Source: an optimization exercise on an open RTL-to-GDS flow (aim: small area). Production flows keep margins and buffers that such runs may drop. In this exercise RTL edits were held to simulation tests only and were not proved equivalent to the original. Power figures rest on the tool's default switching activity, not on a simulated workload.

File: flow/config.mk
export PLATFORM = sky130hd
export DESIGN_NAME = fir_avg_multi
export DESIGN_NICKNAME = fir_avg_multi
export VERILOG_FILES = /design/flow/design.v
export SDC_FILE = /design/flow/constraint.sdc
export NUM_CORES = 4
export LEC_CHECK = 0
export CAP_MARGIN = 20
export CORE_MARGIN = 2
export CORE_UTILIZATION = 60
export SLEW_MARGIN = 20
export SYNTH_HIERARCHICAL = 1
export SYNTH_MINIMUM_KEEP_SIZE = 0
File: flow/constraint.sdc
create_clock -name core_clock -period 7.0 [get_ports {clk}]
set_input_delay 1.4000 -clock core_clock [delete_from_list [all_inputs] [get_ports {clk}]]
set_output_delay 1.4000 -clock core_clock [all_outputs]
set_load 0.01 [all_outputs]
File: flow/design.v
package fir_avg_pkg;
  localparam int W_DEF     = 24;
  localparam int LOG2N_DEF = 4;
  localparam int CH_DEF    = 2;
  localparam int ACC_W_DEF = W_DEF + LOG2N_DEF;
  typedef logic signed [ACC_W_DEF-1:0] acc_def_t;
endpackage
module fir_avg_delay_line
#(
  parameter int W     = fir_avg_pkg::W_DEF,
  parameter int LOG2N = fir_avg_pkg::LOG2N_DEF,
  parameter int CH    = fir_avg_pkg::CH_DEF
) (
  input  logic            clk,
  input  logic            reset,
  input  logic            we,
  input  logic            hold,
  input  logic [CH*W-1:0] din,
  output logic [CH*W-1:0] newest,
  output logic [CH*W-1:0] oldest_raw,
  output logic            inv
);
  localparam int N = 1 << LOG2N;
  logic [CH*W-1:0]        sr0_q;    
  logic [CH*W-1:0]        sr0_d;
  logic [N-1:1][CH*W-1:0] sr_q;     
  logic [N-1:1][CH*W-1:0] sr_d;
  logic [N-1:1][CH*W-1:0] sr_in;    
  logic                   inv_q;
  always_ff @(posedge clk or posedge reset) begin
    if (reset) inv_q <= 1'b0;
    else       inv_q <= ~inv_q;
  end
  fir_avg_sel #(.WIDTH(CH*W)) u_sel0 (
    .s0 (we),
    .d0 (din),
    .s1 (hold),
    .d1 (sr0_q),
    .y  (sr0_d)
  );
  assign sr_in[1] = sr0_q ^ {(CH*W){inv_q}};
  for (genvar k = 2; k < N; k++) begin : g_in
    assign sr_in[k] = sr_q[k-1];
  end
  fir_avg_sel_n #(.WIDTH((N-1)*CH*W)) u_sel (
    .s0_n (~we),
    .d0   (sr_in),
    .s1_n (~hold),
    .d1   (sr_q),
    .y_n  (sr_d)
  );
  always_ff @(posedge clk) begin
    sr0_q <= sr0_d;
    sr_q  <= sr_d;
  end
  assign newest     = sr0_q;
  assign oldest_raw = sr_q[N-1];
  assign inv        = inv_q;
endmodule
module fir_avg_sel
#(
  parameter int WIDTH = 1
) (
  input  logic             s0,
  input  logic [WIDTH-1:0] d0,
  input  logic             s1,
  input  logic [WIDTH-1:0] d1,
  output logic [WIDTH-1:0] y
);
  assign y = ({WIDTH{s0}} & d0) | ({WIDTH{s1}} & d1);
endmodule
module fir_avg_sel_n
#(
  parameter int WIDTH = 1
) (
  input  logic             s0_n,
  input  logic [WIDTH-1:0] d0,
  input  logic             s1_n,
  input  logic [WIDTH-1:0] d1,
  output logic [WIDTH-1:0] y_n
);
  assign y_n = ~(({WIDTH{s0_n}} | d0) & ({WIDTH{s1_n}} | d1));
endmodule
module fir_avg_multi
#(
  parameter int W     = fir_avg_pkg::W_DEF,
  parameter int LOG2N = fir_avg_pkg::LOG2N_DEF,
  parameter int CH    = fir_avg_pkg::CH_DEF
) (
  input  logic            clk,
  input  logic            reset,
  input  logic            isValid,
  input  logic            flush,
  input  logic            bypass,
  input  logic [CH*W-1:0] dataIn,
  output logic [CH*W-1:0] dataOut,
  output logic            outValid,
  output logic            filled
);
  localparam int N  = 1 << LOG2N;
  localparam int AW = W + LOG2N;
  localparam int CIA_BLK = 8;
  logic            accept;
  logic [CH*W-1:0] newest;
  logic [CH*W-1:0] oldest_raw;
  logic            inv;
  logic [LOG2N-1:0] cnt_q;
  logic             filled_q;
  logic             vld_q;
  logic             zero_q;     
  logic             sel_avg_q;  
  logic             sel_smp_q;  
  assign accept = isValid & ~flush;
  fir_avg_delay_line #(
    .W     (W),
    .LOG2N (LOG2N),
    .CH    (CH)
  ) u_delay_line (
    .clk        (clk),
    .reset      (reset),
    .we         (accept),
    .hold       (~isValid),
    .din        (dataIn),
    .newest     (newest),
    .oldest_raw (oldest_raw),
    .inv        (inv)
  );
  always_ff @(posedge clk or posedge reset) begin
    if (reset) begin
      cnt_q     <= '0;
      filled_q  <= 1'b0;
      vld_q     <= 1'b0;
      zero_q    <= 1'b1;
      sel_avg_q <= 1'b0;
      sel_smp_q <= 1'b0;
    end else begin
      vld_q  <= accept;
      zero_q <= flush;
      if (flush) begin
        cnt_q     <= '0;
        filled_q  <= 1'b0;
        sel_avg_q <= 1'b0;
        sel_smp_q <= 1'b0;
      end else if (accept) begin
        cnt_q     <= cnt_q + LOG2N'(1);
        sel_avg_q <= ~bypass;
        sel_smp_q <= bypass;
        if (cnt_q == LOG2N'(N-1)) filled_q <= 1'b1;
      end
    end
  end
  assign outValid = vld_q;
  assign filled   = filled_q;
  for (genvar c = 0; c < CH; c++) begin : g_ch
    logic                 smp_v;
    logic                 old_v;
    logic        [W-1:0]  smp_o;
    logic        [W-1:0]  old_o;
    logic signed [AW-1:0] acc_q;
    logic signed [AW-1:0] acc_nxt;
    assign smp_v = isValid;
    assign old_v = isValid & filled_q;
    assign smp_o = {~(smp_v & dataIn[c*W+W-1]), {(W-1){smp_v}} & dataIn[c*W +: W-1]};
    logic old_v1, old_v0;
    logic [W-1:0] old_raw, old_t;
    assign old_v1  = old_v & ~inv;
    assign old_v0  = old_v & inv;
    assign old_raw = oldest_raw[c*W +: W];
    assign old_t   = ({W{old_v1}} & old_raw) | ({W{old_v0}} & ~old_raw);
    assign old_o   = {~old_t[W-1], old_t[W-2:0]};
    logic [AW-1:0] op_a, op_b, op_c, cs_s, cs_c;
    assign op_a = zero_q ? '0 : acc_q;
    assign op_b = {{LOG2N{1'b0}}, smp_o};
    assign op_c = ~{{LOG2N{1'b0}}, old_o};
    assign cs_s = op_a ^ op_b ^ op_c;
    assign cs_c = (op_a & op_b) | (op_a & op_c) | (op_b & op_c);
    localparam int NB = (AW + CIA_BLK - 1) / CIA_BLK;
    logic [AW-1:0] cp_a, cp_b;
    logic [AW-1:0] s0;      
    logic [AW-1:0] ones;    
    logic [NB:0]   cb;      
    assign cp_a  = cs_s;
    assign cp_b  = {cs_c[AW-2:0], 1'b1};
    assign cb[0] = 1'b0;
    for (genvar j = 0; j < NB; j++) begin : g_blk
      localparam int LO = j * CIA_BLK;
      localparam int HI = (LO + CIA_BLK < AW) ? LO + CIA_BLK : AW;
      logic [HI-LO:0] rc;
      assign rc[0] = 1'b0;
      for (genvar i = LO; i < HI; i++) begin : g_bit
        assign s0[i]      = cp_a[i] ^ cp_b[i] ^ rc[i-LO];
        assign rc[i-LO+1] = (cp_a[i] & cp_b[i]) | (rc[i-LO] & (cp_a[i] ^ cp_b[i]));
        if (i == LO) begin : g_first
          assign ones[i] = 1'b1;
        end else begin : g_next
          assign ones[i] = &s0[i-1:LO];
        end
        assign acc_nxt[i] = s0[i] ^ (cb[j] & ones[i]);
      end
      assign cb[j+1] = rc[HI-LO] | (cb[j] & (&s0[HI-1:LO]));
    end
    always_ff @(posedge clk) begin
      acc_q <= acc_nxt;
    end
    assign dataOut[c*W +: W] = ({W{sel_avg_q}} & acc_q[AW-1:LOG2N])
                             | ({W{sel_smp_q}} & newest[c*W +: W]);
  end
endmodule
File: flow/flow/run.sh
#!/bin/bash
# Layout flow: the standard ORFS flow (standard.sh, unchanged synthesis,
# floorplan, power grid and tap cells), with two settings of its own:
#  - port buffers are the smallest buffer (buf_1) instead of the flow's pick;
#  - clock tree: clkbuf_8 buffers in clusters of at most 20 sinks within
#    60 um, and no dummy loads at the leaves.
# make's full output goes to flow_make.log here; ORFS's per-step logs stay
# under orfs/logs/.
set -euo pipefail
bash standard.sh \
  BUFFER_PORTS_ARGS="-buffer_cell sky130_fd_sc_hd__buf_1" \
  CTS_ARGS="-sink_clustering_enable -repair_clock_nets -dont_use_dummy_load -buf_list sky130_fd_sc_hd__clkbuf_8 -sink_clustering_size 20 -sink_clustering_max_diameter 60" \
  finish > flow_make.log 2>&1
File: flow/standard.sh
#!/bin/bash
# synth_recipe.tcl (not shown) runs the flow's synth.tcl, then flattens the netlist and writes it again
# the make line also repeats each setting of config.mk as NAME=value (left out here)
make -C /OpenROAD-flow-scripts/flow DESIGN_CONFIG=/design/flow/config.mk WORK_HOME=/design/flow/orfs CLKGATE_MAP_FILE= SYNTH_SCRIPT=/design/flow/synth_recipe.tcl "${@:-finish}"
==> run summary, run 1 <==
Area Growth Syn to Fin=2.00%; Syn Inst Count=roughly 2.4k; clk sinks=834; Die Height=222 um; Storage cell area=approximately 17,000 um^2; cell count after placement=roughly 2.9k; Detailed Route WL=between 60,000 and 70,000 um; Slew @ Worst Pin=1.09 ns; PD cells=346 nW/um^2; fin cells=about 3.0k; number of unique standard cell types used by synthesis=47; syn_area_per_cell=approximately 12 um^2; worst-skew pair later-pin latency=~0.67 ns; Placer Congestion=around 0.9; Post-synth EDFFs=0; Rel. slew slack=0.274; Fillers=about 3.8k; RSZ-0062 raised after global routing=false; postcts setup bufs=0; first-pass detailed-route iteration total=5; CP arrival=approximately 7.0 ns; final worst slack=~0.53 ns; Synth Area in Simple Gates=0.0393; CTS Buf Count=52; dominant synthesized flop cell=dfxtp_1; CP Class=in -> reg; mux contribution to synthesized area=0.000702; core area=around 47,000 um^2; area of the die=49,300 um^2; Slew Limit Fails=0; Design Power=slightly above 10 mW; Starting Density=0.610; Final Cell Area=a little under 30,000 um^2; Yosys warnings=8; syn_nets=between 2k and 3k; element type at the critical path start=input port; leakage=11.0 nW; Yosys reg bits=834; Cell Rows=just under 80; DRC=0; max-cap viol count=0; CTS resizes=0; Fin. Hold Viols=0; Final Cycle Share=0.924; max frequency=about 150 MHz; Vias=17.8k; number of port buffers=around 100; vias per inst=between 5 and 6; layout cells sized above 1=0.0424; CTS Buffer Depth=3; worst hold slack=roughly 0.38 ns; asr flop ratio synth=0.0120; multi-input logic area=9800 um^2; commonest non-fill, non-tap cells in the layout=824 x dfxtp_1, 721 x o22ai_1, 102 x xor2_1; peak supply drop=around 0.00019 V; outcome=timing/DRC/antenna clean; CTS tree=done; leading cell type in the layout, fill and taps excluded=dfxtp_1; first-pass GRT wire length=about 96,000 um; Min-Delay Path Class=reg -> reg; Worst R2R Setup Slack=0.74 ns; DRT antenna net count=0; Final setup viols=0; largest net degree at the start of global routing=174; # hold bufs at CTS=0; clock skew=approximately 0.076 ns; Cell Area, Synth=~29,000 um^2; Ports=103; Adder-Cell Fraction of Synth Area=0.0717; vias in the first global route=between 15k and 20k; Req. time, crit path=~7.5 ns; post-place setup slack=-0.156 ns; antenna violations before repair=1; wire length per cell=20.3 um; fin crit period=between 6 and 7 ns; post-synthesis compound-gate area fraction=0.191; clk root buf=clkbuf_8; Placed Area=about 28,000 um^2; largest family of logic cells by synthesized area=compound AO/OA/AOI/OAI gates; # diodes=0; total track usage=0.244; XOR/XNOR Fraction of Synth Area=0.0402; dpl hpwl=around 40,000 um; Clk pin slew, worst setup/hold paths=~0.12 ns; crit end category=flop; register area share after synthesis=0.587; H-tree Lvls=2; Iteration-0 DRC Markers=approximately 1.1k; CP max FO=18; die extent in x=~220 um; remaining global-route overflow=0; fin nets=between 2k and 3k
## cells in the mapped netlist, types with 2 or more instances
cell type / n / share of area
a22o_1: 96 / 0.029
and2_1: 45 / 0.0099
buf_1: 6 / 0.00079
buf_2: 82 / 0.014
buf_4: 11 / 0.0029
buf_6: 49 / 0.019
clkbuf_1: 26 / 0.0034
clkbuf_8: 35 / 0.017
dfrtp_1: 9 / 0.0079
dfxtp_1: 824 / 0.58
fa_1: 94 / 0.066
ha_1: 13 / 0.0057
inv_1: 83 / 0.011
mux2i_1: 2 / 0.00070
nand2_1: 55 / 0.0072
nand2b_1: 12 / 0.0026
nand3_1: 2 / 0.00035
nor2_1: 29 / 0.0038
nor2b_1: 49 / 0.011
nor3_1: 3 / 0.00053
nor4_1: 2 / 0.00044
o21a_1: 2 / 0.00053
o22ai_1: 721 / 0.16
or2_2: 2 / 0.00044
xnor2_1: 29 / 0.0089
xor2_1: 102 / 0.031
## critical path, stage by stage
cell	delay, ns
clkbuf_2	0.12
and2_1	0.43
buf_4	0.32
nand2_1	0.11
fa_1	0.55
inv_1	0.05
fa_1	0.39
fa_1	0.46
fa_1	0.46
fa_1	0.47
fa_1	0.46
fa_1	0.43
inv_1	0.09
fa_1	0.42
a41oi_2	0.26
or2_1	0.32
nor2_1	0.10
xnor2_1	0.14
## logic make-up (layout without fill, tap and decap cells)
logic type | count (synthesis) | count (layout)
xor gates and xnor gates | 131 | 131
adders and majority gates | 107 | 107
AOI/OAI and AO/OA | 829 | 829
buffers and inverters | 294 | 271
DFF | 834 | 834
and+or+nand+nor | 207 | 207
muxes | 2 | 2
## through the flow
step | setup TNS [ns] | util
6_report | 0 | 0.622
3_3_place_gp | -0.239 | 0.607
3_5_place_dp | -1.18 | 0.607
4_1_cts | 0 | 0.622
5_1_grt | 0 | 0.622
2_1_floorplan | 0 | -
## state kept, by name, summed over array words and instances, names as in the netlist
signal              flops
filled_q                1
u_delay_line.sr_q     720
vld_q                   1
cnt_q                   4
sel_smp_q               1
u_delay_line.inv_q      1
u_delay_line.sr0_q     48
sel_avg_q               1
zero_q                  1
g_ch.acc_q             56
## path summary, 6_finish.rpt
| check | startpoint | endpoint | cells after the start |
|---|---|---|---|
| setup / recovery | isValid | g_ch[0].acc_q[23]$_DFF_P_ | 18 |
| hold / removal | u_delay_line.sr_q[310]$_DFF_P_ | u_delay_line.sr_q[358]$_DFF_P_ | 1 |
| setup reg to reg | u_delay_line.inv_q$_DFF_PP0_ | g_ch[0].acc_q[27]$_DFF_P_ | 15 |
| hold reg to reg | u_delay_line.sr_q[310]$_DFF_P_ | u_delay_line.sr_q[358]$_DFF_P_ | 1 |
| max in group asynchronous | reset | zero_q$_DFF_PP1_ | 2 |
| min in group asynchronous | reset | u_delay_line.inv_q$_DFF_PP0_ | 2 |
## area by class of cell
| class | count | area share |
|---|---|---|
| well taps | 607 | 0.0261 |
| repair buffers | 136 | 0.0258 |
| multi-input cells | 1276 | 0.337 |
| flip-flops and latches | 834 | 0.576 |
| clock buffers | 52 | 0.0246 |
| inverters | 83 | 0.0112 |
## power breakdown
group          total [mW]  switching [mW]  internal [mW]
Clock                2.03            1.36          0.668
Combinational        2.11            1.09           1.02
Sequential           5.91           0.433           5.48
## layer usage
| layer | wire length, um | vias to the layer above | track usage |
|---|---|---|---|
| li1 | - | 8715 | - |
| met1 | 29400 | 8656 | 0.359 |
| met2 | 27100 | 354 | 0.374 |
| met3 | 2610 | 91 | 0.0346 |
| met4 | 1690 | 0 | 0.0789 |
| met5 | 0 | - | 0 |
==> inputs of run 2 (changes only) <==
--- a/flow/flow/run.sh
+++ b/flow/flow/run.sh
@@ -9,5 +9,5 @@
 set -euo pipefail
 bash standard.sh \
   BUFFER_PORTS_ARGS="-buffer_cell sky130_fd_sc_hd__buf_1" \
-  CTS_ARGS="-sink_clustering_enable -repair_clock_nets -dont_use_dummy_load -buf_list sky130_fd_sc_hd__clkbuf_8 -sink_clustering_size 20 -sink_clustering_max_diameter 60" \
+  CTS_ARGS="-sink_clustering_enable -repair_clock_nets -dont_use_dummy_load -buf_list sky130_fd_sc_hd__clkbuf_8 -sink_clustering_size 16 -sink_clustering_max_diameter 60" \
   finish > flow_make.log 2>&1
==> run 2 against run 1 <==
  * Still clean on timing, DRC and antenna
  * Cell count rose by 0.30%
  * Cell area rose by 0.39%
  * Sequential power barely moved
  * Synthesized cell count did not move
  * First-iteration DRC count rose by 4.1%
  * Combinational power barely moved
  * Register-to-register slack barely moved
  * Worst setup slack improved by 0.0031 ns
  * Core utilization rose by 0.24 points
  * Critical path type unchanged
  * Critical endpoint unchanged
==> run summary, run 2 <==
outcome=timing/DRC/antenna clean; Ports=103 (unchanged); dpl hpwl=40,000 um (unchanged); area of the die=49,300 um^2 (unchanged); postcts setup bufs=0 (unchanged); CP Class=in -> reg; crit end category=flop; clk root buf=clkbuf_8; PD cells=348 nW/um^2 (+0.78%); syn_nets=2,564 (unchanged); fin nets=2,551 (+0.31%); largest net degree at the start of global routing=174 (unchanged); wire length per cell=20.4 um (+0.17%); max-cap viol count=0 (unchanged); Slew @ Worst Pin=1.09 ns (+0.00466 ns); total track usage=0.245 (+0.000406); CTS resizes=0 (unchanged); Fillers=3,847 (+0.026%); first-pass GRT wire length=96,500 um (about the same); Post-synth EDFFs=0 (unchanged); Worst setup endpoint=g_ch[0].acc_q[23]$_DFF_P_; # hold bufs at CTS=0 (unchanged); Worst R2R Setup Slack=0.73 ns (about the same); H-tree Lvls=2 (unchanged); leakage=11.1 nW (+0.52%); dominant synthesized flop cell=dfxtp_1; r2r endpoint=g_ch[0].acc_q[27]$_DFF_P_; worst-skew pair later-pin latency=0.73 ns (+0.06 ns); fin crit period=6.47 ns (-0.00308 ns); vias in the first global route=17.1k (+0.28%); Area Growth Syn to Fin=2.40%; ranking of synthesized cells by area=dfxtp_1 58%, o22ai_1 16%, fa_1 6.6%; CTS Buf Count=60 (+15%); DRT antenna net count=0 (unchanged); fin util=0.625 (+0.00241); number of unique standard cell types used by synthesis=47 (unchanged); Clk pin slew, worst setup/hold paths=0.10 ns (-0.02 ns); vias per inst=5.96 (-0.12%); Largest register FFs=720 (unchanged); Detailed Route WL=61,100 um (+0.47%); max frequency=155 MHz (about the same); Die Height=222 um (unchanged); Req. time, crit path=7.54 ns (about the same); Fin. Hold Viols=0 (unchanged); launch point of the worst path=isValid; Yosys warnings=8 (unchanged); die extent in x=222 um (unchanged); antenna violations before repair=1 (unchanged); CP arrival=7.01 ns (about the same); clk sinks=834 (unchanged); registers with the most flip-flops=u_delay_line.sr_q: 720 flops, g_ch.acc_q: 56 flops, u_delay_line.sr0_q: 48 flops; leading cell type in the layout, fill and taps excluded=dfxtp_1; commonest non-fill, non-tap cells in the layout=824 x dfxtp_1, 721 x o22ai_1, 102 x xor2_1; Placer Congestion=0.902 (unchanged); Starting Density=0.610 (unchanged); Syn Inst Count=2,404 (unchanged); CTS tree=done; dominant cell type by area after synthesis=dfxtp_1; first-pass detailed-route iteration total=5 (unchanged); CTS Buffer Depth=3 (unchanged); R2R Path Start=u_delay_line.inv_q$_DFF_PP0_; Iteration-0 DRC Markers=1,125 (+4.1%); Final setup viols=0 (unchanged); Cell Rows=79 (unchanged); Commonest cells post-synth=824 x dfxtp_1, 721 x o22ai_1, 102 x xor2_1, 96 x a22o_1, 94 x fa_1; core area=46,800 um^2 (unchanged); syn_area_per_cell=11.9 um^2 (unchanged); Yosys reg bits=834 (unchanged); Cell Area, Synth=28,500 um^2 (unchanged); Slew Limit Fails=0 (unchanged); top-area cell type share of the netlist area=0.578 (unchanged); Rel. slew slack=0.271 (-0.00311); remaining global-route overflow=0 (unchanged); asr flop ratio synth=0.0120 (unchanged); element type at the critical path start=input port; Final TNS setup=0 ns (unchanged); Min-Delay Path Class=reg -> reg; layout cells sized above 1=0.0456 (+0.00321); DRC=0 (unchanged); register area share after synthesis=0.587 (unchanged); RSZ-0062 raised after global routing=false; most frequent cell after synthesis=dfxtp_1; CP max FO=18 (unchanged); Final Cycle Share=0.924 (about the same); number of port buffers=102 (unchanged); Vias=17.8k (+0.18%); Largest Register=u_delay_line.sr_q; clock skew=0.109 ns (+0.0329 ns); worst r2r path cells=15 (unchanged); peak supply drop=0.000206 V (+7.5%)
## run 2: through the flow
stage | power, mW | setup WS, ns | cells | instance area, um^2 | hold WS [ns]
5_1_grt | 10.7 | 0.309 | 2996 | 29200 | 0.343
3_3_place_gp | 8.02 | -0.0529 | 2936 | 28400 | 0.431
2_1_floorplan | 7.53 | 0.183 | 2404 | 28500 | 0.422
6_report | 10.2 | 0.535 | 2997 | 29200 | 0.331
3_5_place_dp | 8.11 | -0.156 | 2936 | 28400 | 0.431
4_1_cts | 10.3 | 0.599 | 2996 | 29200 | 0.323
## run 2: power breakdown
part	total [mW]	internal [mW]	leakage, nW	switching (mW)
Sequential	5.92	5.48	7.06	0.435
Clock	2.15	0.764	0.431	1.38
Combinational	2.11	1.02	3.62	1.09
Total	10.2	7.26	11.1	2.91
## run 2: logic make-up after synthesis
group,share of synthesized area
DFF,0.587
AOI/OAI and AO/OA,0.191
buffers and inverters,0.0699
and+or+nand+nor,0.0393
xor gates and xnor gates,0.0402
adders and majority gates,0.0717
muxes,0.000702
## run 2: cell type report
type,instances,area [um^2],area share
multi-input cells,1276,9800,0.335
repair buffers,136,752,0.0257
inverters,83,327,0.0112
well taps,607,759,0.0260
diodes,1,2.50,0.0000857
flip-flops and latches,834,16800,0.573
clock buffers,60,826,0.0283
## run 2: worst max-delay path: stages
cell and delay, ns:
clkbuf_2 0.12, and2_1 0.44, buf_4 0.32, nand2_1 0.11, fa_1 0.55, inv_1 0.05
fa_1 0.39, fa_1 0.46, fa_1 0.46, fa_1 0.47, fa_1 0.46, fa_1 0.43
inv_1 0.09, fa_1 0.42, a41oi_2 0.27, or2_1 0.32, nor2_1 0.10, xnor2_1 0.14
## run 2: layer usage
layer  vias up  track usage  share of wire
li1       8738            -              -
met1      8649        0.358           0.48
met2       359        0.373           0.44
met3       102       0.0359          0.044
met4         0       0.0833          0.030
met5         -            0              0
## run 2: how the worst min path moves through the flow
stage / start / end / slack (ns) / cells past startpoint
4_1_cts: u_delay_line.sr_q[310]$_DFF_P_ / u_delay_line.sr_q[358]$_DFF_P_ / 0.32 / 1
3_5_place_dp: u_delay_line.sr_q[628]$_DFF_P_ / u_delay_line.sr_q[676]$_DFF_P_ / 0.43 / 1
2_1_floorplan: u_delay_line.sr_q[718]$_DFF_P_ / u_delay_line.sr_q[718]$_DFF_P_ / 0.42 / 1
6_report: u_delay_line.sr_q[310]$_DFF_P_ / u_delay_line.sr_q[358]$_DFF_P_ / 0.33 / 1
5_1_grt: u_delay_line.sr_q[310]$_DFF_P_ / u_delay_line.sr_q[358]$_DFF_P_ / 0.34 / 1
3_3_place_gp: u_delay_line.sr_q[317]$_DFF_P_ / u_delay_line.sr_q[365]$_DFF_P_ / 0.43 / 1
==> inputs of run 3 (changes only) <==
--- a/flow/flow/run.sh
+++ b/flow/flow/run.sh
@@ -9,5 +9,5 @@
 set -euo pipefail
 bash standard.sh \
   BUFFER_PORTS_ARGS="-buffer_cell sky130_fd_sc_hd__buf_1" \
-  CTS_ARGS="-sink_clustering_enable -repair_clock_nets -dont_use_dummy_load -buf_list sky130_fd_sc_hd__clkbuf_8 -sink_clustering_size 16 -sink_clustering_max_diameter 60" \
+  CTS_ARGS="-sink_clustering_enable -repair_clock_nets -dont_use_dummy_load -buf_list \"sky130_fd_sc_hd__clkbuf_8 sky130_fd_sc_hd__clkbuf_16\" -sink_clustering_size 24 -sink_clustering_max_diameter 60" \
   finish > flow_make.log 2>&1
==> run 3 against run 2 <==
  * The flow now stops in clock tree synthesis (4_1_cts)
  * Area after synthesis unchanged
  * Synthesized cell count unchanged
==> run summary, run 3 <==
Placer Congestion=0.902 (unchanged); syn_area_per_cell=11.9 um^2 (unchanged); Cell Area, Synth=28,500 um^2 (unchanged); post-place setup slack=-0.156 ns (unchanged); number of port buffers=102 (unchanged); register area share after synthesis=0.587 (unchanged); Cell Rows=79 (unchanged); syn_nets=2,564 (unchanged); number of unique standard cell types used by synthesis=47 (unchanged); outcome=did not finish; ranking of synthesized cells by area=dfxtp_1 58%, o22ai_1 16%, fa_1 6.6%; Die Height=222 um (unchanged); die extent in x=222 um (unchanged); most frequent cell after synthesis=dfxtp_1; post-synthesis compound-gate area fraction=0.191 (unchanged); largest family of logic cells by synthesized area=compound AO/OA/AOI/OAI gates; Starting Density=0.610 (unchanged); top-area cell type share of the netlist area=0.578 (unchanged); Commonest cells post-synth=824 x dfxtp_1, 721 x o22ai_1, 102 x xor2_1, 96 x a22o_1, 94 x fa_1; Yosys reg bits=834 (unchanged); Adder-Cell Fraction of Synth Area=0.0717 (unchanged); Post-synth EDFFs=0 (unchanged); mux contribution to synthesized area=0.000702 (unchanged); Syn Inst Count=2,404 (unchanged); Synth Area in Simple Gates=0.0393 (unchanged); Ports=103 (unchanged); dpl hpwl=40,000 um (unchanged); asr flop ratio synth=0.0120 (unchanged); dominant cell type by area after synthesis=dfxtp_1; Stop stage=clock tree synthesis (4_1_cts); cell count after placement=2,936 (unchanged); Yosys warnings=8 (unchanged); stop err=[ERROR STA-0564] clock_tree_synthesis positional arguments not supported.; dominant synthesized flop cell=dfxtp_1; XOR/XNOR Fraction of Synth Area=0.0402 (unchanged)
==> run 3: cell counts after synthesis <==
Identical to the previous run, type by type.
==> run 3: metrics by stage <==
stage	power (mW)	cell area (um^2)
floorplan	7.53	28500
global placement	8.02	28400
detailed placement	8.11	28400
==> run 3: power groups by stage <==
stage                     Sequential (mW)  Combinational [mW]  Clock, mW
after floorplan                      5.85                1.68          0
after global placement               6.01                2.02          0
after detailed placement             6.01                2.10          0
==> run 3: cells by family after synthesis <==
group / after synthesis
compound gates: 829
xor+xnor: 131
fa+ha+maj: 107
buf+inv: 294
flops: 834
mux: 2
simple gates: 207
==> run 3: how the worst max path moves through the flow <==
stage                                end  slack, ns  depth (start not counted)
2_1_floorplan  g_ch[1].acc_q[25]$_DFF_P_       0.18                         19
3_3_place_gp   g_ch[0].acc_q[23]$_DFF_P_      -0.05                         18
3_5_place_dp   g_ch[0].acc_q[27]$_DFF_P_      -0.16                         16
==> inputs of run 4 (changes only) <==
--- a/flow/flow/run.sh
+++ b/flow/flow/run.sh
@@ -9,5 +9,5 @@
 set -euo pipefail
 bash standard.sh \
   BUFFER_PORTS_ARGS="-buffer_cell sky130_fd_sc_hd__buf_1" \
-  CTS_ARGS="-sink_clustering_enable -repair_clock_nets -dont_use_dummy_load -buf_list \"sky130_fd_sc_hd__clkbuf_8 sky130_fd_sc_hd__clkbuf_16\" -sink_clustering_size 24 -sink_clustering_max_diameter 60" \
+  CTS_ARGS="-sink_clustering_enable -repair_clock_nets -dont_use_dummy_load -buf_list {sky130_fd_sc_hd__clkbuf_8 sky130_fd_sc_hd__clkbuf_16} -sink_clustering_size 24 -sink_clustering_max_diameter 60" \
   finish > flow_make.log 2>&1
==> run 4 against run 3 <==
  * The run now finishes clean
  * Area after synthesis is the same
  * Synthesized cell count is the same
==> run summary, run 4 <==
dominant synthesized flop cell=dfxtp_1; largest net degree at the start of global routing=approximately 170; number of port buffers=102 (unchanged); registers with the most flip-flops=u_delay_line.sr_q: 720 flops, g_ch.acc_q: 56 flops, u_delay_line.sr0_q: 48 flops; ranking of synthesized cells by area=dfxtp_1 58%, o22ai_1 16%, fa_1 6.6%; remaining global-route overflow=0; dpl hpwl=40,000 um (unchanged); syn_nets=2,564 (unchanged); top-area cell type share of the netlist area=0.578 (unchanged); fin crit period=between 6 and 7 ns; Final TNS setup=0 ns; Most Frequent Cell on Critical Path=fa_1; H-tree Lvls=2; DRC=0; max frequency=approximately 150 MHz; Storage cell area=around 17,000 um^2; worst-skew pair later-pin latency=0.62 ns; total track usage=0.245; Syn Inst Count=2,404 (unchanged); multi-input logic area=approximately 10000 um^2; dominant cell type by area after synthesis=dfxtp_1; commonest non-fill, non-tap cells in the layout=824 x dfxtp_1, 721 x o22ai_1, 102 x xor2_1; leading cell type in the layout, fill and taps excluded=dfxtp_1; Iteration-0 DRC Markers=between 1k and 1.5k; outcome=timing/DRC/antenna clean; Die Height=222 um (unchanged); Final Cycle Share=0.937; area of the die=approximately 49,000 um^2; Slew Limit Fails=0; vias in the first global route=17.1k; worst hold slack=0.402 ns; number of unique standard cell types used by synthesis=47 (unchanged); Rel. slew slack=0.269; PD cells=approximately 360 nW/um^2; Placer Congestion=0.902 (unchanged); Min-Delay Path Class=reg -> reg; syn_area_per_cell=11.9 um^2 (unchanged); Slew @ Worst Pin=between 1 and 1.5 ns; Detailed Route WL=61,100 um; post-synthesis compound-gate area fraction=0.191 (unchanged); largest family of logic cells by synthesized area=compound AO/OA/AOI/OAI gates; asr flop ratio synth=0.0120 (unchanged); Cell Area, Synth=28,500 um^2 (unchanged); CTS tree=done; crit-path cells=clkbuf_2 -> and2_1 -> buf_4 -> nand2_1 -> fa_1 -> inv_1 -> fa_1 -> fa_1 -> fa_1 -> fa_1 -> fa_1 -> fa_1 -> inv_1 -> fa_1 -> a41oi_2 -> or2_1 -> nor2_1 -> xnor2_1; vias per inst=5.99; fin nets=2,538; Design Power=between 10 and 15 mW; Ports=103 (unchanged); Commonest cells post-synth=824 x dfxtp_1, 721 x o22ai_1, 102 x xor2_1, 96 x a22o_1, 94 x fa_1; wire length per cell=approximately 20 um; CTS Buffer Depth=3; clk sinks=roughly 830; DRT antenna net count=0; clock skew=approximately 0.085 ns; Fin. Hold Viols=0; first-pass GRT wire length=slightly below 100,000 um; first-pass detailed-route iteration total=7; most frequent cell after synthesis=dfxtp_1; XOR/XNOR Fraction of Synth Area=0.0402 (unchanged); CTS resizes=0; clk root buf=clkbuf_16; leakage=about 11 nW; CP max stage delay=between 0.5 and 0.6 ns; Vias=17.9k; launch point of the worst path=isValid; CTS Buf Count=47; Adder-Cell Fraction of Synth Area=0.0717 (unchanged); CP max FO=18; hold wc startpoint=u_delay_line.sr_q[310]$_DFF_P_; CP Class=in -> reg; crit end category=flop; mux contribution to synthesized area=0.000702 (unchanged); Area Growth Syn to Fin=3.62%; Largest Register=u_delay_line.sr_q; R2R Path Start=u_delay_line.inv_q$_DFF_PP0_; antenna violations before repair=1; Cell Rows=79 (unchanged); Clk pin slew, worst setup/hold paths=about 0.070 ns; Starting Density=0.610 (unchanged); Yosys reg bits=834 (unchanged); Final setup viols=0; Largest register FFs=720; die extent in x=222 um (unchanged); max-cap viol count=0; RSZ-0062 raised after global routing=false; element type at the critical path start=input port; # hold bufs at CTS=0; register area share after synthesis=0.587 (unchanged); Yosys warnings=8 (unchanged); layout cells sized above 1=0.0404; Req. time, crit path=~7.5 ns; Worst path slowest cell=fa_1; Synth Area in Simple Gates=0.0393 (unchanged); Fillers=between 3k and 4k; peak supply drop=roughly 0.00026 V; postcts setup bufs=0; Post-synth EDFFs=0 (unchanged); core area=approximately 47,000 um^2; # diodes=0; CP arrival=roughly 7 ns
-- run 4: cell counts after synthesis --
Identical to the previous run, type by type.
-- run 4: critical path: cells and delay by family --
family | cells | cell delay [ns]
and+or+nand+nor | 4 | 0.97
adders and majority gates | 8 | 3.64
xor gates and xnor gates | 1 | 0.13
AOI/OAI and AO/OA | 1 | 0.26
buffers and inverters | 4 | 0.59
-- run 4: layout make-up --
class                           count  share of cell area
Sequential cell                   834               0.567
Multi-Input combinational cell   1276               0.331
Clock buffer                       47              0.0398
Tap cell                          607              0.0257
Timing Repair Buffer              136              0.0254
Inverter                           83              0.0110
-- run 4: routing by layer --
layer,routed length (um),part of all wire,GRT usage
met1,29300,0.48,0.359
met4,1810,0.030,0.0793
met5,0,0,0
met2,27400,0.45,0.376
met3,2590,0.042,0.0341
-- run 4: final timing paths --
path / end / slack [ns] / cells past startpoint
max in group asynchronous: zero_q$_DFF_PP1_ / 5.88 / 2
hold / removal: u_delay_line.sr_q[358]$_DFF_P_ / 0.40 / 1
setup / recovery: g_ch[0].acc_q[23]$_DFF_P_ / 0.44 / 18
min in group asynchronous: u_delay_line.inv_q$_DFF_PP0_ / 0.67 / 2
hold reg to reg: u_delay_line.sr_q[358]$_DFF_P_ / 0.40 / 1
setup reg to reg: g_ch[0].acc_q[27]$_DFF_P_ / 0.75 / 15
-- run 4: power by group --
part,internal (mW),switching (mW)
registers,5.48,0.434
logic,1.02,1.10
clock network,1.19,1.43
total,7.69,2.97
-- run 4: stage by stage --
| stage | instance area (um^2) | setup WS (ns) | util | std cells |
|---|---|---|---|---|
| 2_1_floorplan | 28500 | 0.183 | - | 2404 |
| 6_report | 29600 | 0.440 | 0.632 | 2983 |
| 4_1_cts | 29600 | 0.471 | 0.632 | 2983 |
| 5_1_grt | 29600 | 0.201 | 0.632 | 2983 |
| 3_5_place_dp | 28400 | -0.156 | 0.607 | 2936 |
| 3_3_place_gp | 28400 | -0.0529 | 0.607 | 2936 |
-- run 4: logic make-up after synthesis --
logic type,count (synthesis)
xor+xnor,131
mux,2
fa+ha+maj,107
flops,834
buf+inv,294
compound gates,829
simple gates,207
==> inputs of run 5 (changes only) <==
--- a/flow/design.v
+++ b/flow/design.v
@@ -31,8 +31,7 @@
     if (reset) inv_q <= 1'b0;
     else       inv_q <= ~inv_q;
   end
-  fir_avg_sel #(.WIDTH(CH*W)) u_sel0 (
-    .s0 (we),
+  fir_avg_sel_or #(.WIDTH(CH*W)) u_sel0 (
     .d0 (din),
     .s1 (hold),
     .d1 (sr0_q),
@@ -57,17 +56,16 @@
   assign oldest_raw = sr_q[N-1];
   assign inv        = inv_q;
 endmodule
-module fir_avg_sel
+module fir_avg_sel_or
 #(
   parameter int WIDTH = 1
 ) (
-  input  logic             s0,
   input  logic [WIDTH-1:0] d0,
   input  logic             s1,
   input  logic [WIDTH-1:0] d1,
   output logic [WIDTH-1:0] y
 );
-  assign y = ({WIDTH{s0}} & d0) | ({WIDTH{s1}} & d1);
+  assign y = d0 | ({WIDTH{s1}} & d1);
 endmodule
 module fir_avg_sel_n
 #(
@@ -101,6 +99,7 @@
   localparam int AW = W + LOG2N;
   localparam int CIA_BLK = 8;
   logic            accept;
+  logic [CH*W-1:0] din_g;       
   logic [CH*W-1:0] newest;
   logic [CH*W-1:0] oldest_raw;
   logic            inv;
@@ -111,6 +110,7 @@
   logic             sel_avg_q;  
   logic             sel_smp_q;  
   assign accept = isValid & ~flush;
+  assign din_g  = {(CH*W){isValid}} & dataIn;
   fir_avg_delay_line #(
     .W     (W),
     .LOG2N (LOG2N),
@@ -118,9 +118,9 @@
   ) u_delay_line (
     .clk        (clk),
     .reset      (reset),
-    .we         (accept),
+    .we         (isValid),
     .hold       (~isValid),
-    .din        (dataIn),
+    .din        (din_g),
     .newest     (newest),
     .oldest_raw (oldest_raw),
     .inv        (inv)
@@ -160,7 +160,7 @@
     logic signed [AW-1:0] acc_nxt;
     assign smp_v = isValid;
     assign old_v = isValid & filled_q;
-    assign smp_o = {~(smp_v & dataIn[c*W+W-1]), {(W-1){smp_v}} & dataIn[c*W +: W-1]};
+    assign smp_o = {~din_g[c*W+W-1], din_g[c*W +: W-1]};
     logic old_v1, old_v0;
     logic [W-1:0] old_raw, old_t;
     assign old_v1  = old_v & ~inv;
--- a/flow/flow/run.sh
+++ b/flow/flow/run.sh
@@ -9,5 +9,5 @@
 set -euo pipefail
 bash standard.sh \
   BUFFER_PORTS_ARGS="-buffer_cell sky130_fd_sc_hd__buf_1" \
-  CTS_ARGS="-sink_clustering_enable -repair_clock_nets -dont_use_dummy_load -buf_list {sky130_fd_sc_hd__clkbuf_8 sky130_fd_sc_hd__clkbuf_16} -sink_clustering_size 24 -sink_clustering_max_diameter 60" \
+  CTS_ARGS="-sink_clustering_enable -repair_clock_nets -dont_use_dummy_load -buf_list sky130_fd_sc_hd__clkbuf_8 -sink_clustering_size 20 -sink_clustering_max_diameter 60" \
   finish > flow_make.log 2>&1
--- a/flow/config.mk
+++ b/flow/config.mk
@@ -7,7 +7,8 @@
 export LEC_CHECK = 0
 export CAP_MARGIN = 20
 export CORE_MARGIN = 2
-export CORE_UTILIZATION = 60
+export CORE_UTILIZATION = 70
+export PLACE_DENSITY = 0.8
 export SLEW_MARGIN = 20
 export SYNTH_HIERARCHICAL = 1
 export SYNTH_MINIMUM_KEEP_SIZE = 0
==> run 5 against run 4 <==
  * Maximum frequency is 1.9% higher
  * Sequential power up 3%
  * Register-to-register slack improved by 0.02 ns
==> run summary, run 5 <==
area of the die=42,300 um^2 (-14%); Slew Limit Fails=0 (unchanged); Min-Delay Path Class=reg -> reg; # diodes=0 (unchanged); ranking of synthesized cells by area=dfxtp_1 58%, o22ai_1 16%, fa_1 6.6%; asr flop ratio synth=0.0120 (unchanged); Largest register FFs=720 (unchanged); die extent in x=206 um (-7.4%); leakage=11.2 nW (-0.44%); CTS Buf Count=49 (+4.3%); clock power share=0.192 (-0.054); first-pass detailed-route iteration total=5 (-2); syn_area_per_cell=11.8 um^2 (-0.39%); Iteration-0 DRC Markers=1,415 (+20%); peak supply drop=0.000247 V (-3.9%); worst hold slack=0.405 ns (+0.00316 ns); clk sinks=834 (unchanged); outcome=timing/DRC/antenna clean; element type at the critical path start=input port; total track usage=0.268 (+0.0229); Ports=103 (unchanged); Yosys reg bits=834 (unchanged); CTS tree=done; Post-synth EDFFs=0 (unchanged); Int Power=7.29 mW (-5.3%); Clk pin slew, worst setup/hold paths=0.11 ns (+0.04 ns); dominant cell type by area after synthesis=dfxtp_1; post-place setup slack=-0.131 ns (+0.0248 ns); Yosys warnings=8 (unchanged); # hold bufs at CTS=0 (unchanged); vias per inst=6.15 (+2.7%); Commonest cells post-synth=824 x dfxtp_1, 720 x o22ai_1, 94 x fa_1, 94 x inv_1, 93 x xor2_1; DRT antenna net count=0 (unchanged); PD cells=355 nW/um^2 (-1.7%); CP max FO=7 (-11); Slew @ Worst Pin=1.09 ns (-0.0104 ns); Fin. Hold Viols=0 (unchanged); Area Growth Syn to Fin=1.45%; Starting Density=0.713 (+0.103); Vias=17.9k (+0.062%); leading cell type in the layout, fill and taps excluded=dfxtp_1; H-tree Lvls=2 (unchanged); dominant synthesized flop cell=dfxtp_1; first-pass GRT wire length=90,200 um (-6.7%); top-area cell type share of the netlist area=0.580 (+0.00155); fin cells=2,907 (-2.5%); CP Class=in -> reg; remaining global-route overflow=0 (unchanged); Detailed Route WL=56,500 um (-7.4%); wire length per cell=19.4 um (-5.0%); CTS Buffer Depth=3 (unchanged); core area=39,900 um^2 (-15%); antenna violations before repair=2 (+1); Final setup viols=0 (unchanged); Final TNS setup=0 ns (unchanged); max-cap viol count=0 (unchanged); number of unique standard cell types used by synthesis=48 (+2.1%); sequential share of power=0.598 (+0.043); most frequent cell after synthesis=dfxtp_1; Cell Area, Synth=28,500 um^2 (-0.27%); final worst slack=0.559 ns (+0.120 ns); clk root buf=clkbuf_8; vias in the first global route=17.1k (-0.29%); Net Sw Frac=0.288 (+0.00969); syn_nets=2,567 (+0.12%); Req. time, crit path=7.53 ns (+0.08 ns); Worst R2R Setup Slack=0.77 ns (+0.02 ns); fin nets=2,544 (+0.24%); dpl hpwl=37,300 um (-6.8%); Largest Register=u_delay_line.sr_q; CTS resizes=0 (unchanged); Rel. slew slack=0.276 (+0.00694); registers with the most flip-flops=u_delay_line.sr_q: 720 flops, g_ch.acc_q: 56 flops, u_delay_line.sr0_q: 48 flops; number of port buffers=102 (unchanged); postcts setup bufs=0 (unchanged); largest net degree at the start of global routing=246 (+41%); register area share after synthesis=0.589 (+0.00157); DRC=0 (unchanged); clock skew=0.0875 ns (+0.00260 ns); RSZ-0062 raised after global routing=false; commonest non-fill, non-tap cells in the layout=824 x dfxtp_1, 720 x o22ai_1, 101 x buf_1; worst-skew pair later-pin latency=0.68 ns (+0.06 ns); max frequency=155 MHz (+1.9%); fin crit period=6.44 ns (-0.120 ns); CP arrival=6.97 ns (-0.04 ns); cell count after placement=2,858 (-2.7%); Die Height=206 um (-7.4%); Fillers=2,778 (-27%); Design Power=10.2 mW (-4.0%); sw power=2.95 mW (-0.63%); Final Cycle Share=0.920 (-0.0171); layout cells sized above 1=0.0378 (-0.00262); Comb pwr share=0.210 (+0.011); crit end category=flop; Syn Inst Count=2,407 (+0.12%); Cell Rows=73 (-7.6%); Placer Congestion=0.881 (-2.4%)
## run 5: power by group through the flow
stage | sequential, mW | combinational (mW) | clock (mW)
after global placement | 6.18 | 2.03 | 0
after floorplan | 6.02 | 1.76 | 0
after detailed placement | 6.20 | 2.14 | 0
final | 6.12 | 2.15 | 1.97
after CTS | 6.11 | 2.15 | 2.02
after global routing | 6.21 | 2.41 | 2.18
## run 5: area by class of cell
class	count	area (um^2)	area share
flip-flops and latches	834	16800	0.580
multi-input cells	1275	9730	0.337
repair buffers	130	682	0.0236
clock buffers	49	674	0.0234
well taps	525	657	0.0228
inverters	94	373	0.0129
## run 5: layer usage
metal	part of all wire	up-vias	track usage	routed length (um)
li1	-	8666	-	-
met5	0.00019	-	0	11
met2	0.45	406	0.404	25300
met1	0.47	8700	0.392	26600
met4	0.031	2	0.0974	1770
met3	0.051	109	0.0426	2860
## run 5: worst max-delay path, stage by stage
cell	delay, ns
clkbuf_2	0.17
buf_4	0.20
nand2_1	0.09
buf_4	0.16
nor2_1	0.16
fa_1	0.44
inv_1	0.07
ha_1	0.13
inv_1	0.05
fa_1	0.44
fa_1	0.46
fa_1	0.46
fa_1	0.46
fa_1	0.46
fa_1	0.43
inv_1	0.09
fa_1	0.44
a41oi_2	0.31
o21ai_1	0.18
ha_1	0.25
xnor2_1	0.13
## run 5: worst paths after layout
kind,startpoint,end,cells after the start
worst max-delay path,isValid,g_ch[0].acc_q[25]$_DFF_P_,21
worst min-delay path,u_delay_line.sr_q[377]$_DFF_P_,u_delay_line.sr_q[425]$_DFF_P_,1
worst max register to register,zero_q$_DFF_PP1_,g_ch[0].acc_q[24]$_DFF_P_,14
worst min register to register,u_delay_line.sr_q[377]$_DFF_P_,u_delay_line.sr_q[425]$_DFF_P_,1
max in group asynchronous,reset,sel_smp_q$_DFFE_PP0P_,2
min in group asynchronous,reset,u_delay_line.inv_q$_DFF_PP0_,2
## run 5: through the flow
step | area, um^2 | util
floorplan | 28500 | -
global placement | 28200 | 0.706
detailed placement | 28200 | 0.706
CTS | 28900 | 0.723
global route | 28900 | 0.723
finish | 28900 | 0.723
## run 5: cell families (layout without fill, tap and decap cells)
family,Yosys count,in the layout,synth area share
adder cells (fa/ha/maj),107,107,0.0718
AND/OR/NAND/NOR,206,206,0.0391
buffers and inverters,298,273,0.0695
XOR/XNOR,130,130,0.0400
AO/OA/AOI/OAI,830,830,0.190
multiplexers,2,2,0.000704
flip-flops,834,834,0.589
==> inputs of run 6 (changes only) <==
--- a/flow/config.mk
+++ b/flow/config.mk
@@ -7,8 +7,8 @@
 export LEC_CHECK = 0
 export CAP_MARGIN = 20
 export CORE_MARGIN = 2
-export CORE_UTILIZATION = 70
-export PLACE_DENSITY = 0.8
+export CORE_UTILIZATION = 60
+export GPL_TIMING_DRIVEN = 0
 export SLEW_MARGIN = 20
 export SYNTH_HIERARCHICAL = 1
 export SYNTH_MINIMUM_KEEP_SIZE = 0
==> run 6 against run 5 <==
  * Still clean
  * Via count increased by 7.6%
  * Critical path depth decreased by 1
  * Worst setup slack got worse by 0.34 ns
  * Core utilization decreased by 7.2 points
  * Global-route usage increased by 3.1 points
  * Combinational power increased by 5%
  * Sequential power increased by 2%
  * Power increased by 3.3%
  * Cell count increased by 9.0%
  * Wire length increased by 31%
  * Sequential share of layout area decreased by 2.9 points
==> run summary, run 6 <==
outcome=timing/DRC/antenna clean; remaining global-route overflow=0 (unchanged); # diodes=0 (unchanged); CTS tree=done; top-area cell type share of the netlist area=0.580 (unchanged); element type at the critical path start=input port; ranking of synthesized cells by area=dfxtp_1 58%, o22ai_1 16%, fa_1 6.6%; Ports=103 (unchanged); syn_area_per_cell=11.8 um^2 (unchanged); syn_nets=2,567 (unchanged); Largest register FFs=720 (unchanged); CP arrival=7.39 ns (+0.42 ns); Post-synth EDFFs=0 (unchanged); Starting Density=0.610 (-0.103); Slew @ Worst Pin=0.728 ns (-0.358 ns); vias in the first global route=19.0k (+11%); antenna violations before repair=1 (-1); asr flop ratio synth=0.0120 (unchanged); Final TNS setup=0 ns (unchanged); max frequency=147 MHz (-5.0%); largest family of logic cells by synthesized area=compound AO/OA/AOI/OAI gates; Syn Inst Count=2,407 (unchanged); crit end category=flop; RSZ-0062 raised after global routing=false; Clk pin slew, worst setup/hold paths=0.11 ns (about the same); Yosys warnings=8 (unchanged); Commonest cells post-synth=824 x dfxtp_1, 720 x o22ai_1, 94 x fa_1, 94 x inv_1, 93 x xor2_1; Iteration-0 DRC Markers=1,421 (+0.42%); register area share after synthesis=0.589 (unchanged); most frequent cell after synthesis=dfxtp_1; CP max stage delay=0.49 ns (+0.03 ns); dpl hpwl=56,100 um (+50%); peak supply drop=0.000221 V (-11%); number of port buffers=102 (unchanged); registers with the most flip-flops=u_delay_line.sr_q: 720 flops, g_ch.acc_q: 56 flops, u_delay_line.sr0_q: 48 flops; Vias=19.3k (+7.6%); worst-skew pair later-pin latency=0.70 ns (+0.02 ns); post-synthesis compound-gate area fraction=0.190 (unchanged); Die Height=222 um (+7.9%); clk sinks=834 (unchanged); Cell Rows=79 (+8.2%); Detailed Route WL=74,200 um (+31%); wire length per cell=23.4 um (+20%); Placer Congestion=0.921 (+4.5%); cell count after placement=3,116 (+9.0%); CTS Buffer Depth=3 (unchanged); first-pass detailed-route iteration total=5 (unchanged); Slew Limit Fails=0 (unchanged); Synth Area in Simple Gates=0.0391 (unchanged); mux contribution to synthesized area=0.000704 (unchanged); Worst Hold Depth=1 (unchanged); Req. time, crit path=7.61 ns (+0.08 ns); Fin. Hold Viols=0 (unchanged); Most Frequent Cell on Critical Path=fa_1; dominant synthesized flop cell=dfxtp_1; Design Power=10.6 mW (+3.3%); CP max FO=10 (+3); clk root buf=clkbuf_8; Final setup viols=0 (unchanged); commonest non-fill, non-tap cells in the layout=824 x dfxtp_1, 720 x o22ai_1, 106 x buf_1; dominant cell type by area after synthesis=dfxtp_1; XOR/XNOR Fraction of Synth Area=0.0400 (unchanged); largest net degree at the start of global routing=21 (-91%); # hold bufs at CTS=0 (unchanged); Largest Register=u_delay_line.sr_q; fin crit period=6.78 ns (+0.342 ns); worst r2r path cells=17 (+3); Cell Area, Synth=28,500 um^2 (unchanged); CTS Buf Count=54 (+10%); crit-path cells=buf_1 -> buf_2 -> nand2_2 -> nor2_2 -> fa_1 -> inv_1 -> ha_1 -> inv_1 -> fa_1 -> fa_1 -> fa_1 -> fa_1 -> fa_1 -> fa_1 -> inv_1 -> fa_1 -> a41oi_4 -> or3_4 -> o41a_1 -> nor2_1; Area Growth Syn to Fin=6.81%; Rel. slew slack=0.515 (+0.239); DRT antenna net count=0 (unchanged); Yosys reg bits=834 (unchanged); clock skew=0.0641 ns (-0.0233 ns); Final Cycle Share=0.969 (+0.0489); Worst path slowest cell=fa_1; postcts setup bufs=0 (unchanged); layout cells sized above 1=0.0972 (+0.0594); area of the die=49,200 um^2 (+16%); max-cap viol count=0 (unchanged); leading cell type in the layout, fill and taps excluded=dfxtp_1; vias per inst=6.07 (-1.3%); fin cells=3,170 (+9.0%); leakage=12.0 nW (+7.5%); number of unique standard cell types used by synthesis=48 (unchanged); die extent in x=222 um (+7.9%); first-pass GRT wire length=113,000 um (+25%); PD cells=348 nW/um^2 (-1.9%); DRC=0 (unchanged); fin nets=2,725 (+7.1%); total track usage=0.299 (+0.0309); H-tree Lvls=2 (unchanged); Adder-Cell Fraction of Synth Area=0.0718 (unchanged); core area=46,700 um^2 (+17%); CP Class=in -> reg; Min-Delay Path Class=reg -> reg
==> run 6: cell types whose count changed in the layout (fill, tap and decap cells not counted), moves of 3 or more <==
cell,delta
buf_1,+5
buf_12,-6
buf_2,+80
buf_4,-9
buf_6,+45
clkbuf_1,+19
clkbuf_2,+5
clkbuf_8,+40
inv_1,+3
==> run 6: cells by family (layout without fill, tap and decap cells) <==
| family | count (synthesis) | after routing |
|---|---|---|
| adder cells (fa/ha/maj) | 107 | 107 |
| multiplexers | 2 | 2 |
| AO/OA/AOI/OAI | 830 | 830 |
| buffers and inverters | 298 | 454 |
| AND/OR/NAND/NOR | 206 | 206 |
| XOR/XNOR | 130 | 130 |
| flip-flops | 834 | 834 |
==> run 6: critical path, delay by kind of cell <==
family,cells,cell delay [ns]
adders and majority gates,9,3.61
and+or+nand+nor,4,1.13
buffers and inverters,5,0.72
AOI/OAI and AO/OA,2,0.52
==> run 6: metal layers <==
| metal | vias to the layer above | track usage | part of all wire |
|---|---|---|---|
| met5 | - | 0 | 0.00018 |
| met4 | 2 | 0.0985 | 0.034 |
| met3 | 120 | 0.0541 | 0.060 |
| met2 | 564 | 0.469 | 0.45 |
| met1 | 9514 | 0.420 | 0.46 |
| li1 | 9051 | - | - |
==> run 6: power breakdown <==
group          switching [mW]  internal (mW)  total [mW]
clock network            1.40          0.692        2.09
registers               0.624           5.60        6.23
logic                    1.14           1.10        2.25
total                    3.17           7.40        10.6
==> run 6: timing repair <==
| action | CTS | global route |
|---|---|---|
| endpoints found under the hold margin | 0 | 0 |
| cloned | 0 | 0 |
| endpoints found under the setup margin | 24 | 21 |
| resized for setup | 6 | 16 |
==> run 6: path summary, 6_finish.rpt <==
path / from / end / slack [ns]
max: isValid / g_ch[0].acc_q[22]$_DFF_P_ / 0.22
min: u_delay_line.sr_q[50]$_DFF_P_ / u_delay_line.sr_q[98]$_DFF_P_ / 0.40
max reg2reg: zero_q$_DFF_PP1_ / g_ch[0].acc_q[25]$_DFF_P_ / 0.33
min reg2reg: u_delay_line.sr_q[50]$_DFF_P_ / u_delay_line.sr_q[98]$_DFF_P_ / 0.40
max in group asynchronous: reset / zero_q$_DFF_PP1_ / 5.98
min in group asynchronous: reset / u_delay_line.inv_q$_DFF_PP0_ / 0.63
==> run 6: final cells by class <==
| cell class | instances | area, um^2 |
|---|---|---|
| Timing Repair Buffer | 102 | 383 |
| Tap cell | 607 | 759 |
| Inverter | 94 | 353 |
| Sequential cell | 834 | 16700 |
| Fill cell | 3740 | 16300 |
| Buffer | 204 | 1640 |
| Multi-Input combinational cell | 1275 | 9770 |
| Clock buffer | 54 | 743 |
==> run 6: per-stage QoR <==
| step | instance area (um^2) | setup WS (ns) | utilization | hold WS [ns] |
|---|---|---|---|---|
| after floorplan | 28500 | 0.0414 | - | 0.422 |
| after global placement | 29600 | -1.24 | 0.634 | 0.434 |
| after detailed placement | 29600 | -1.33 | 0.634 | 0.431 |
| after CTS | 30400 | 0.0203 | 0.651 | 0.401 |
| after global routing | 30400 | 0.00317 | 0.651 | 0.419 |
| final | 30400 | 0.217 | 0.651 | 0.402 |
==> inputs of run 7 (changes only) <==
--- a/flow/config.mk
+++ b/flow/config.mk
@@ -8,7 +8,6 @@
 export CAP_MARGIN = 20
 export CORE_MARGIN = 2
 export CORE_UTILIZATION = 60
-export GPL_TIMING_DRIVEN = 0
 export SLEW_MARGIN = 20
 export SYNTH_HIERARCHICAL = 1
 export SYNTH_MINIMUM_KEEP_SIZE = 0
==> run 7 against run 6 <==
  * Still clean
  * Clock-buffer cell count decreased by 2
  * Synthesized cell count is the same
  * Flip-flop and latch count unchanged
  * Largest cell class unchanged
  * Highest routed layer is now met4
==> run summary, run 7 <==
top-area cell type share of the netlist area=0.580 (unchanged); largest net degree at the start of global routing=203 (+870%); hold wc startpoint=u_delay_line.sr_q[5]$_DFF_P_; CTS resizes=0 (-6); CTS Buf Count=52 (-3.7%); RSZ-0062 raised after global routing=false; Placer Congestion=0.895 (-2.7%); Post-synth EDFFs=0 (unchanged); Yosys reg bits=834 (unchanged); number of port buffers=102 (unchanged); peak supply drop=0.000206 V (-7.1%); Fin. Hold Viols=0 (unchanged); PD cells=355 nW/um^2 (+2.0%); Final Cycle Share=0.929 (-0.0402); total track usage=0.240 (-0.0593); Clk pin slew, worst setup/hold paths=0.11 ns (about the same); antenna violations before repair=2 (+1); r2r endpoint=g_ch[1].acc_q[24]$_DFF_P_; clk root buf=clkbuf_8; Fillers=3,832 (+2.5%); fin nets=2,548 (-6.5%); core area=46,700 um^2 (unchanged); die extent in x=222 um (unchanged); DRC=0 (unchanged); Cell Rows=79 (unchanged); R2R Path Start=u_delay_line.inv_q$_DFF_PP0_; vias per inst=5.91 (-2.7%); ranking of synthesized cells by area=dfxtp_1 58%, o22ai_1 16%, fa_1 6.6%; postcts setup bufs=0 (unchanged); crit path buf inv count=5 (unchanged); outcome=timing/DRC/antenna clean; Req. time, crit path=7.49 ns (-0.12 ns); Worst R2R Setup Slack=0.63 ns (+0.30 ns); Top Family by Delay on Critical Path=adder cells; CP Class=in -> reg; first-pass detailed-route iteration total=5 (unchanged); launch point of the worst path=isValid; leading cell type in the layout, fill and taps excluded=dfxtp_1; Slew Limit Fails=0 (unchanged); syn_nets=2,567 (unchanged); CP max stage delay=0.51 ns (+0.02 ns); area of the die=49,200 um^2 (unchanged); commonest non-fill, non-tap cells in the layout=824 x dfxtp_1, 720 x o22ai_1, 101 x buf_1; CTS tree=done; max-cap viol count=0 (unchanged); Largest register FFs=720 (unchanged); Ports=103 (unchanged); dominant synthesized flop cell=dfxtp_1; CTS Buffer Depth=3 (unchanged); Detailed Route WL=59,600 um (-20%); Largest Register=u_delay_line.sr_q; post-place setup slack=-0.109 ns (+1.22 ns); worst r2r path cells=17 (unchanged); asr flop ratio synth=0.0120 (unchanged); Vias=17.7k (-8.1%); DRT antenna net count=0 (unchanged); wire length per cell=19.9 um (-15%); Cell Area, Synth=28,500 um^2 (unchanged); Die Height=222 um (unchanged); Worst setup endpoint=g_ch[1].acc_q[24]$_DFF_P_; most frequent cell after synthesis=dfxtp_1; dominant cell type by area after synthesis=dfxtp_1; Starting Density=0.610 (unchanged); number of unique standard cell types used by synthesis=48 (unchanged); leakage=11.2 nW (-6.6%); Yosys warnings=8 (unchanged); Rel. slew slack=0.355 (-0.160); Min-Delay Path Class=reg -> reg; worst-skew pair later-pin latency=0.69 ns (about the same); crit end category=flop; dpl hpwl=39,300 um (-30%); Most Frequent Cell on Critical Path=fa_1; Slew @ Worst Pin=0.967 ns (+0.239 ns); # hold bufs at CTS=0 (unchanged); final worst slack=0.499 ns (+0.281 ns); crit-path cells=clkbuf_2 -> buf_4 -> nand2_1 -> nor2_1 -> fa_1 -> inv_1 -> ha_1 -> inv_1 -> fa_1 -> fa_1 -> fa_1 -> fa_1 -> fa_1 -> fa_1 -> nor4_1 -> a31oi_1 -> buf_4 -> o41ai_4 -> ha_1; max frequency=154 MHz (+4.3%); syn_area_per_cell=11.8 um^2 (unchanged); registers with the most flip-flops=u_delay_line.sr_q: 720 flops, g_ch.acc_q: 56 flops, u_delay_line.sr0_q: 48 flops; Final TNS setup=0 ns (unchanged); Area Growth Syn to Fin=2.10%; register area share after synthesis=0.589 (unchanged); remaining global-route overflow=0 (unchanged); Syn Inst Count=2,407 (unchanged); CP arrival=6.99 ns (-0.40 ns); first-pass GRT wire length=94,500 um (-16%); Worst path slowest cell=fa_1; CP max FO=8 (-2); fin crit period=6.50 ns (-0.281 ns); H-tree Lvls=2 (unchanged); Final Cell Area=29,100 um^2 (-4.4%); element type at the critical path start=input port; Final setup viols=0 (unchanged); vias in the first global route=16.9k (-11%); layout cells sized above 1=0.0394 (-0.0578); clock skew=0.0862 ns (+0.0220 ns); clk sinks=834 (unchanged); Commonest cells post-synth=824 x dfxtp_1, 720 x o22ai_1, 94 x fa_1, 94 x inv_1, 93 x xor2_1; Placed Area=28,300 um^2 (-4.4%); Worst path depth=19 (-5.0%); Iteration-0 DRC Markers=1,311 (-7.7%)
-- run 7: cells by family (layout without fill, tap and decap cells) --
logic type      count (synthesis)  count (layout)  share of synthesized area
buf+inv                       298             277                     0.0695
mux                             2               2                   0.000704
xor+xnor                      130             130                     0.0400
flops                         834             834                      0.589
compound gates                830             830                      0.190
other cells                     0               2                          0
fa+ha+maj                     107             107                     0.0718
simple gates                  206             206                     0.0391
-- run 7: worst min-delay path by stage --
| stage | end | cells past startpoint |
|---|---|---|
| 6_report | u_delay_line.sr_q[53]$_DFF_P_ | 1 |
| 5_1_grt | u_delay_line.sr_q[694]$_DFF_P_ | 1 |
| 3_5_place_dp | u_delay_line.sr_q[655]$_DFF_P_ | 1 |
| 2_1_floorplan | u_delay_line.sr_q[718]$_DFF_P_ | 1 |
| 4_1_cts | u_delay_line.sr_q[694]$_DFF_P_ | 1 |
| 3_3_place_gp | u_delay_line.sr_q[247]$_DFF_P_ | 1 |
-- run 7: metal layers --
metal / vias to the layer above / part of all wire / global-route usage
li1: 8703 / - / -
met1: 8611 / 0.49 / 0.361
met2: 287 / 0.44 / 0.353
met3: 88 / 0.043 / 0.0355
met4: 0 / 0.029 / 0.0815
met5: - / 0 / 0.00489
-- run 7: where the power goes --
part / switching, mW / total (mW) / internal [mW] / leakage (nW)
combinational: 1.09 / 2.15 / 1.05 / 3.79
sequential: 0.524 / 6.13 / 5.60 / 7.07
clock: 1.37 / 2.04 / 0.668 / 0.374
total: 2.98 / 10.3 / 7.32 / 11.2
-- run 7: area by class of cell --
| class | instances | area (um^2) | share of cell area |
|---|---|---|---|
| antenna | 2 | 5.00 | 0.000172 |
| clock buffer | 52 | 716 | 0.0246 |
| inverter | 94 | 368 | 0.0127 |
| multi-input combinational | 1275 | 9730 | 0.335 |
| sequential | 834 | 16800 | 0.577 |
| tap | 607 | 759 | 0.0261 |
| timing repair buffer | 131 | 722 | 0.0249 |
-- run 7: per-stage QoR --
stage	util	hold WS [ns]	cells	power, mW
floorplan	-	0.422	2407	7.78
global placement	0.607	0.430	2940	8.28
detailed placement	0.607	0.432	2940	8.36
CTS	0.622	0.387	2992	10.4
global route	0.623	0.394	2995	10.9
finish	0.623	0.414	2995	10.3

## separate check: timing with driven ports
How much do the figures lean on ideal ports? The routed layouts below were timed once more, with nothing changed but the port constraints. Step 1 sets driving cells, clkbuf_16 on the clock port and buf_2 on the other inputs (assumed; they add their load-dependent delay and slew). Step 2 adds t to the input delays and takes it off the output delays; t is the mean of the earliest and latest rising clock arrival at the registers after step 1. Input paths then give back, and output paths get back, about the clock's delay inside the block. a / b / c = ideal / step 1 / step 2; a / b = the first two.
run	t, ns	slack for setup (ns)	hold slack, ns	worst data-port slew with drivers (ns)
run 1	0.701	0.532 / 0.559 / -0.142	0.376 / 0.376 / 0.376	0.07
run 2	0.730	0.535 / 0.562 / -0.168	0.331 / 0.331 / 0.331	0.07
run 4	0.643	0.440 / 0.474 / -0.169	0.402 / 0.402 / 0.402	0.07
run 5	0.697	0.559 / 0.588 / -0.109	0.405 / 0.405 / 0.405	0.04
run 6	0.735	0.217 / 0.252 / -0.483	0.402 / 0.402 / 0.402	0.05
run 7	0.708	0.499 / 0.532 / -0.176	0.414 / 0.414 / 0.414	0.06
Met with ideal ports but missed after step 2: setup timing in every run listed. The setup slack of run 2, which loses most, moves by +0.027 ns with the drivers and by -0.703 ns with both steps.
